What follows belongs to an exercise in optimizing a design on an open flow for small area, a short achievable clock period and few clock cycles per item; a production flow would make more cautious choices. Only simulation tests tie the RTL to the original design; equivalence was not proved. No activity file was given, so power comes from the tool's default toggle rates.

==> v22 <==
==> flow/design.v (excerpt) <==
module first_fit_chunk_allocator_top #(
  parameter int MAX_CHUNKS = 64
) (
  input  wire         clk,
  input  wire         rst_n,
  input  wire         in_tvalid,
  output logic        in_tready,
  input  wire  [55:0] in_tdata,    
  input  wire  [0:0]  in_tuser,    
  output logic        out_tvalid,
  input  wire         out_tready,
  output logic [71:0] out_tdata,   
  output logic [1:0]  out_tuser,   
  input  wire         cfg_valid,
  output logic        cfg_ready,
  input  wire  [1:0]  cfg_index,
  input  wire  [31:0] cfg_data
);
  localparam int N = 64;
  localparam logic [1:0] MK_NONE = 2'd0;
  localparam logic [1:0] MK_NEW  = 2'd1;
  localparam logic [1:0] MK_REU  = 2'd2;
  localparam logic [1:0] MK_FREE = 2'd3;
  logic [31:0] heap_base, heap_limit;
  logic [7:0]  hdr;
  logic [31:0] basehdr, basehdr_nxt;
  assign cfg_ready = 1'b1;
  always_ff @(posedge clk) begin
    if (!rst_n) begin
      heap_base  <= 32'd0;
      heap_limit <= 32'd1048576;
      hdr        <= 8'd24;
    end else if (cfg_valid) begin
      case (cfg_index)
        2'd0: heap_base  <= cfg_data;
        2'd1: heap_limit <= cfg_data;
        2'd2: hdr        <= cfg_data[7:0];
  ...
clock: 8.0 ns
lec_check: 0
cap_margin: 20
core_margin: 2
core_utilization: 60
setup_slack_margin: 5
slew_margin: 20
synth_hierarchical: 1
tns_end_percent: 10
run.sh (not shown) runs the stock make flow with config.mk's settings and CLKGATE_MAP_FILE= SYNTH_SCRIPT=/design/flow/synth_recipe.tcl, a recipe that flattens the netlist after the stock synthesis.
==> v8: changes against v22 <==
--- a/flow/design.v
+++ b/flow/design.v
@@ -36,22 +36,22 @@
 `default_nettype wire
 `default_nettype none
 module ffca_cmp (
   input  wire [23:0] size,
   input  wire [29:0] off,
   input  wire        valid,
-  input  wire [23:0] rsize,
+  input  wire [23:0] rsize_n,    
   input  wire [29:0] key,
   input  wire        do_alloc,
   input  wire        do_free,
   output logic       hit
 );
   logic ge;
   always_comb begin
     ge = 1'b1;
-    for (int i = 0; i < 24; i++) ge = (size[i] & ~rsize[i]) | ((size[i] | ~rsize[i]) & ge);
+    for (int i = 0; i < 24; i++) ge = (size[i] & rsize_n[i]) | ((size[i] | rsize_n[i]) & ge);
   end
   assign hit = valid & ((do_alloc & ge) | (do_free & (off == key)));
 endmodule
 module ffca_pick (
   input  wire  [63:0] cmp,
   input  wire  [63:0] free,
@@ -69,36 +69,34 @@
     for (int k = 1; k < 64; k = k * 2) pre = pre | (pre << k);
     upd   = is_free ? hf : (ha & ~{pre[62:0], 1'b0});
     any_a = pre[63];
     any_f = |hf;
   end
 endmodule
-module ffca_brk (
-  input  wire  [33:0] rem,
+module ffca_room (
   input  wire  [29:0] brk,
-  input  wire  [24:0] hs,
   input  wire  [31:0] limit,
-  output logic [33:0] rem_app,
-  output logic [33:0] rem_idle,
-  output logic [29:0] brk_app
-);
-  assign rem_app  = rem - {9'd0, hs};
-  assign rem_idle = {2'b00, limit} - {4'd0, brk};
-  assign brk_app  = brk + {5'd0, hs};
-endmodule
-module ffca_room (
-  input  wire  [33:0] rem,
   input  wire  [24:0] hs,
   input  wire  [24:0] hs_d,
   output logic        nr0,
   output logic        nr1
 );
-  logic [25:0] hs2;
-  assign hs2 = {1'b0, hs} + {1'b0, hs_d};
-  assign nr0 = rem[33] | (rem[32:0] < {8'd0, hs});
-  assign nr1 = rem[33] | (rem[32:0] < {7'd0, hs2});
+  logic [33:0] a, b, c, s0, c0, s1, c1, d0, d1;
+  always_comb begin
+    a  = {2'b00, ~limit};
+    b  = {4'd0, brk};
+    c  = {9'd0, hs};
+    s0 = a ^ b ^ c;
+    c0 = {(a[32:0] & b[32:0]) | (a[32:0] & c[32:0]) | (b[32:0] & c[32:0]), 1'b0};
+    s1 = s0 ^ c0 ^ {9'd0, hs_d};
+    c1 = {(s0[32:0] & c0[32:0]) | (s0[32:0] & {8'd0, hs_d}) | (c0[32:0] & {8'd0, hs_d}), 1'b0};
+  end
+  assign d0  = s0 + c0;
+  assign d1  = s1 + c1;
+  assign nr0 = d0[33] | d0[32];
+  assign nr1 = d1[33] | d1[32];
 endmodule
 module ffca_sel (
   input  wire  [64*30-1:0] offs,
   input  wire  [63:0]      sel,
   output logic [29:0]      off,
   output logic [5:0]       idx
@@ -150,13 +148,14 @@
   localparam logic [1:0] MK_NONE = 2'd0;
   localparam logic [1:0] MK_NEW  = 2'd1;
   localparam logic [1:0] MK_REU  = 2'd2;
   localparam logic [1:0] MK_FREE = 2'd3;
   logic [31:0] heap_base, heap_limit;
   logic [7:0]  hdr;
-  logic [31:0] basehdr, basehdr_nxt;
+  logic [31:0] basehdr;      
+  logic [31:0] bh_s0, bh_s2;
   assign cfg_ready = 1'b1;
   always_ff @(posedge clk) begin
     if (!rst_n) begin
       heap_base  <= 32'd0;
       heap_limit <= 32'd1048576;
       hdr        <= 8'd24;
@@ -166,22 +165,26 @@
         2'd1: heap_limit <= cfg_data;
         2'd2: hdr        <= cfg_data[7:0];
         default: ;
       endcase
     end
   end
-  ffca_add32 u_basehdr (.a(heap_base), .b({24'd0, hdr}), .s(basehdr_nxt));
-  always_ff @(posedge clk) basehdr <= basehdr_nxt;
+  ffca_add32 u_bh_base (.a(cfg_data), .b({24'd0, hdr}), .s(bh_s0));
+  ffca_add32 u_bh_hdr  (.a(heap_base), .b({24'd0, cfg_data[7:0]}), .s(bh_s2));
+  always_ff @(posedge clk) begin
+    if (!rst_n) basehdr <= 32'd24;
+    else if (cfg_valid && cfg_index == 2'd0) basehdr <= bh_s0;
+    else if (cfg_valid && cfg_index == 2'd2) basehdr <= bh_s2;
+  end
   logic [23:0]  t_size [0:N-1];
   logic [29:0]  t_off  [0:N-1];
   logic [N-1:0] t_free;
   logic [N-1:0] t_valid;    
   logic [N-1:0] ptr;        
   logic [N-1:0] newest;     
   logic [29:0]  brk;
-  logic [33:0]  rem;        
   assign ptr    = ~t_valid & {t_valid[N-2:0], 1'b1};
   assign newest = t_valid & ~{1'b0, t_valid[N-1:1]};
   logic en;
   logic s_v, o_v;
   logic        a_v, a_type;
   logic [23:0] a_size;
@@ -221,17 +224,17 @@
   logic        do_alloc, do_free;
   assign do_alloc = !b_null && !b_type;
   assign do_free  = !b_null && b_type && b_keyok;
   for (genvar i = 0; i < N; i++) begin : g_cmp
     ffca_cmp u_cmp (
       .size(t_size[i]), .off(t_off[i]), .valid(t_valid[i]),
-      .rsize(b_size), .key(b_key), .do_alloc(do_alloc), .do_free(do_free),
+      .rsize_n(~b_size), .key(b_key), .do_alloc(do_alloc), .do_free(do_free),
       .hit(cmp[i])
     );
   end
-  ffca_room u_room (.rem(rem), .hs(b_hs), .hs_d(c_hs), .nr0(nr0), .nr1(nr1));
+  ffca_room u_room (.brk(brk), .limit(heap_limit), .hs(b_hs), .hs_d(c_hs), .nr0(nr0), .nr1(nr1));
   always_ff @(posedge clk) begin
     if (!rst_n) c_v <= 1'b0;
     else if (en) c_v <= b_v;
   end
   always_ff @(posedge clk) begin
     if (en) begin
@@ -246,23 +249,21 @@
       c_cmp   <= cmp;
     end
   end
   logic         last_app;
   logic [N-1:0] upd;
   logic         any_a, any_f, anyhit, full, app, go;
-  logic [33:0]  rem_app, rem_idle;
   logic [29:0]  brk_app;
+  logic [31:0]  brk_sum;
   logic [1:0]   st_d, mk_d;
   ffca_pick u_pick (
     .cmp(c_cmp), .free(t_free), .fwd(newest & {N{c_eqbrk & last_app}}), .is_free(c_type),
     .upd(upd), .any_a(any_a), .any_f(any_f)
   );
-  ffca_brk u_brk (
-    .rem(rem), .brk(brk), .hs(c_hs), .limit(heap_limit),
-    .rem_app(rem_app), .rem_idle(rem_idle), .brk_app(brk_app)
-  );
+  ffca_add32 u_brk (.a({2'b00, brk}), .b({7'd0, c_hs}), .s(brk_sum));
+  assign brk_app = brk_sum[29:0];
   assign anyhit = c_type ? any_f : any_a;
   assign full   = t_valid[N-1] | (last_app ? c_nr1 : c_nr0);
   assign app    = c_alloc && !any_a && !full;
   assign go     = c_v && en;
   always_comb begin
     if (c_null) begin
@@ -290,21 +291,14 @@
     always_ff @(posedge clk) begin
       if (!rst_n) t_valid[i] <= 1'b0;
       else if (go && app && ptr[i]) t_valid[i] <= 1'b1;
     end
   end
   always_ff @(posedge clk) begin
-    if (!rst_n) begin
-      brk <= 30'd0;
-      rem <= 34'd1048576;
-    end else if (go && app) begin
-      brk <= brk_app;
-      rem <= rem_app;
-    end else begin
-      rem <= rem_idle;
-    end
+    if (!rst_n) brk <= 30'd0;
+    else if (go && app) brk <= brk_app;
   end
   logic         d_v;
   logic [1:0]   d_st, d_mk;
   logic [N-1:0] d_oh;
   always_ff @(posedge clk) begin
     if (en) last_app <= go && app;
==> run_results.csv <==
group,metric,value,unit
synth,yosys.area_share.adder,3.77,%
global_routing,antenna_found_initial,104,
die,core,345000,µm²
setup_path,crit_path_end,"t_valid[52]",
layout,fin_util,69.2,%
outcome,status,"finished clean",
placed_design,placed_cells_incl_taps,20900,
detailed_routing,routedWlPerCell,35.3,µm
global_routing,grtUsageMet2,62.3,%
power,p_total,0.0590,W
power,swShare,31.3,%
placed_design,post_dp_cell_area,218000,µm²
synth,synthMuxAreaShare,0.315,%
layout,nClkBuffers,548,
detailed_routing,dr_wl_met3,111000,µm
That was v22.
==> run_results.csv <==
group,metric,value,unit
outcome,status,"finished clean",
clock_tree,clkTransAtPathRegs,0.06,ns
detailed_routing,routedWlPerCell,35.7,µm
layout,nClkBuffers,557,
placed_design,placed_cells_incl_taps,19100,
layout,final_net_count,15800,
setup_path,max_stage_delay,0.91,ns
setup_path,arrival,4.17,ns
placed_design,post_dp_cell_area,207000,µm²
power,p_total,0.0561,W
power,swShare,29.7,%
detailed_routing,dr_wl_met3,105000,µm
clock_tree,clock_sinks,4122,
setup_path,crit_required,8.73,ns
setup_path,rr_endpoint,"c_cmp[30]",
setup_path,crit_path_end,"c_cmp[30]",
That was v8.
Testbench counts of v22, summed over its fixed seeds: cycles 8,040, items 8,000.
Testbench counts of v8, summed over its fixed seeds: cycles 8,040, items 8,000.

## afterwards: timing with drivers on the ports
Ports are ideal in the flow. The routed layouts listed here were re-timed in OpenROAD.
Step 1 sets driving cells, clkbuf_16 on the clock port and buf_2 on the other inputs (assumed; they add their load-dependent delay and slew).
Step 2 moves the port delays by t, midway between the first and last clock arrival at a register: inputs arrive t later, outputs are due t later. That takes back most of the time a late clock gives input paths.
Three values: no drivers, after step 1, after step 2; two values: the first two.
run	t (ns)	setup slack, ns	worst register clock-pin slew, ns	cell pins on the clock port's net
v22	1.115	4.270 / 4.270 / 3.698	0.07 / 0.07	1
v8	1.099	4.554 / 4.495 / 3.726	0.07 / 0.07	1
After both steps setup and hold are still met in every run listed. For v8, which loses most, drivers alone change the setup slack by -0.059 ns; drivers and shift together by -0.828 ns.
